What follows belongs to an exercise in optimizing a design on an open flow for small area, a short achievable clock period and few clock cycles; a production flow would make more cautious choices.
Function was checked by simulation only, so behaviour that the tests miss may differ from the original.
Power figures rest on the tool's default switching activity, not on a simulated workload.

## duration_text_to_seconds_core
module duration_text_to_seconds_core #(
  parameter int NUMBER_BITS = NUMBER_BITS_DEF
) (
  input  logic                  clk,
  input  logic                  rst_n,
  input  logic                  in_valid,
  output logic                  in_ready,
  input  logic [CHAR_BITS-1:0]  in_char_code,
  input  logic                  in_last_char,
  output logic                  out_valid,
  input  logic                  out_ready,
  output logic [TOTAL_BITS-1:0] out_total_seconds,
  output logic                  out_matched
);
Size: roughly 1,000 cells after synthesis, about 100 flip-flops, roughly 59 I/O pins, about 9200 sq um of cells after synthesis.
make LEC_CHECK=0 CAP_MARGIN=20 CORE_MARGIN=2 CORE_UTILIZATION=40 SETUP_SLACK_MARGIN=2.0 SLEW_MARGIN=20 finish   # period 5.5 ns
run.sh (not shown) runs the stock make flow with config.mk's settings and CLKGATE_MAP_FILE= SYNTH_SCRIPT=/design/flow/synth_recipe.tcl, a recipe that flattens the netlist after the stock synthesis.
The starting point ran to the end with no violations.
Testbench counts at the start, summed over its fixed seeds: cycles 25,175.
Next try:
SETUP_SLACK_MARGIN = 1.5   (was 2.0)
Result: Combinational power is lower by about 9%. Wire length is lower by 4.6%. Count of clock-buffer cells in the layout is higher by 1. Sequential share of layout area is higher by 1.6 points. Design area is lower by 7.3%.

---

Setup of oak:
Another version of the RTL of duration_text_to_seconds_core (not shown whole).
Size: roughly 890 cells after synthesis, about 110 flip-flops, about 59 I/O pins, about 7800 um2 of cells after synthesis.
// duration_text_to_seconds_core
module duration_text_to_seconds_core #(
  parameter int NUMBER_BITS = NUMBER_BITS_DEF
) (
  input  logic                  clk,
  input  logic                  rst_n,
  input  logic                  in_valid,
  output logic                  in_ready,
  input  logic [CHAR_BITS-1:0]  in_char_code,
  input  logic                  in_last_char,
  output logic                  out_valid,
  input  logic                  out_ready,
  output logic [TOTAL_BITS-1:0] out_total_seconds,
  output logic                  out_matched
);
  logic                   a_valid_r;
  logic [1:0]             a_cls_r;
  logic [3:0]             a_nib_r;
  logic                   a_last_r;
  logic                   m_valid_r;    
  logic [OP_BITS-1:0]     m_op_r;       
  logic                   m_p2_r;       
  logic                   m_rev_r;      
  logic                   m_final_r;    
  logic [OP_BITS-1:0]     sel_r;        
  logic [OP_BITS-1:0]     sel_n_r;      
  logic                   o_valid_r;
  logic                   o_matched_r;
  logic                   m_run, stall, step, a_free;
  logic                   m_valid_nxt, m_p2_nxt, m_rev_nxt, m_final_nxt, o_valid_nxt;
  logic [OP_BITS-1:0]     m_op_nxt;
  logic [1:0]             in_cls;
  logic [NUMBER_BITS-1:0] acc;
  logic                   p_op_valid, p_p2, p_rev;
  logic [OP_BITS-1:0]     p_op;
  assign m_run    = m_valid_r && !o_valid_r;
  assign stall    = m_valid_r && (o_valid_r
                                  || (m_p2_r && (a_last_r || a_cls_r == CL_SEP
                                                 || (m_rev_r && a_cls_r == CL_DIGIT))));
  assign step     = a_valid_r && !stall;
  assign a_free   = !a_valid_r || !stall;
  assign in_ready = a_free;
  always_comb begin
  ...
clock: 5.5 ns
lec_check: 0
cap_margin: 20
core_margin: 2
core_utilization: 40
setup_slack_margin: 2.0
slew_margin: 20
standard.sh (not shown) runs the stock make flow with config.mk's settings and CLKGATE_MAP_FILE= SYNTH_SCRIPT=/design/flow/synth_recipe.tcl, a recipe that flattens the netlist after the stock synthesis.
==> flow/flow/run.sh <==
#!/bin/bash
# The standard layout (the standard.sh, unchanged synthesis and steps),
# with the smallest buffer, sky130_fd_sc_hd__buf_1, as the buffer that
# global placement puts on every input and output port. Timing repair may
# still resize those buffers. The make output goes to standard_sh.log here;
# ORFS keeps each step's log under orfs/logs.
set -euo pipefail
export BUFFER_PORTS_ARGS="-buffer_cell sky130_fd_sc_hd__buf_1"
bash standard.sh > standard_sh.log 2>&1
Testbench counts of oak, summed over its fixed seeds: cycles 25,341.
Modified inputs, pine compared to oak
==> flow/run.sh (new file) <==
#!/bin/bash
# synth_recipe.tcl (not shown) runs the flow's synth.tcl, then flattens the netlist and writes it again
# the make line also repeats each setting of config.mk as NAME=value (left out here)
make -C /OpenROAD-flow-scripts/flow DESIGN_CONFIG=/design/flow/config.mk WORK_HOME=/design/flow/orfs CLKGATE_MAP_FILE= SYNTH_SCRIPT=/design/flow/synth_recipe.tcl finish
removed: flow/flow/run.sh
removed: flow/standard.sh
==> summary.txt <==
pine closes out successfully: all stages finished, all timing, DRC and antenna checks passed.
pine ended with more via count than oak.
When the final numbers for oak and pine were put side by side, the power turned out to be smaller in oak.
Summary: with oak as the reference, cell count in pine moved up slightly.
Relative to oak, the post-layout worst setup margin of pine is lower by 150 ps.
Relative to oak, the global-route usage of pine is higher by 0.21 points.
oak has lower critical path depth than pine.
Sort oak and pine by internal power consumption, ascending, and oak comes first.
Part of the cycle the worst path needs came out higher on pine than on oak.

---

R:
duration_text_to_seconds_core, a different RTL version from the one above (not shown whole).
Size in the first run: ~59 I/O pins, roughly 11000 sq um of cells after synthesis.
export LEC_CHECK = 0
export ABC_CLOCK_PERIOD_IN_PS = 3500
export CAP_MARGIN = 20
export CORE_MARGIN = 2
export CORE_UTILIZATION = 40
export SETUP_SLACK_MARGIN = 1.5
export SLEW_MARGIN = 20
create_clock -name core_clock -period 5.5 [get_ports {clk}]
run.sh (not shown) runs the stock make flow with config.mk's settings and CLKGATE_MAP_FILE= SYNTH_SCRIPT=/design/flow/synth_recipe.tcl, a recipe that flattens the netlist after the stock synthesis.
Stock flow here: none of the scripts above is used.
In summary, R completed successfully, with a layout that passed the timing, design-rule and antenna checks.
Testbench counts of R, summed over its fixed seeds: cycles 24,818.
[inputs] T vs R
Settings: removing SETUP_SLACK_MARGIN (formerly 1.5); removing ABC_CLOCK_PERIOD_IN_PS (formerly 3500).
Results
- Between T and R, final critical delay including setup and external delays is higher for T, R comes in under that.
- Comparing detailed-route vias per instance for T and R, the smaller number came from T.
- Met3 usage, T and R: smaller value in T
- On data required time of the worst path, T tracks R almost exactly.
- Compared to R, T has total track usage 1.1 points lower.
- Diff R -> T: routed length on met1 moved down; final worst clock skew level.

separate check: timing with driven ports:
Ports are ideal in the flow. The routed layouts listed here were re-timed in OpenROAD.
Step 1: set_driving_cell puts a clkbuf_16 on clk and a buf_2 on each other input, an assumption about the parent block.
Step 2, shift: input delay + t, output delay - t, t = (earliest + latest rising clock arrival at the registers) / 2. This alone moves slack from input paths to output paths.
a / b / c = no drivers / after step 1 / after step 2; a / b = the first two.
run	t (ns)	slack for setup (ns)	worst setup path at the end	clock arrival spread, ns	slew at the worst register clock pin (ns)
the first run of note 1	0.399	1.906 / 1.906 / 1.906	register to register	0.011 / 0.011	0.08 / 0.08
the second run of note 1	0.398	1.628 / 1.628 / 1.628	register to register	0.008 / 0.008	0.07 / 0.07
oak	0.396	2.140 / 2.140 / 2.140	register to register	0.010 / 0.009	0.08 / 0.08
pine	0.400	1.992 / 1.992 / 1.992	register to register	0.008 / 0.009	0.07 / 0.07
R	0.412	1.058 / 1.058 / 1.058	register to register	0.015 / 0.015	0.09 / 0.09
T	0.413	0.620 / 0.620 / 0.620	register to register	0.016 / 0.016	0.09 / 0.09
After both steps setup and hold are still met in every run listed.
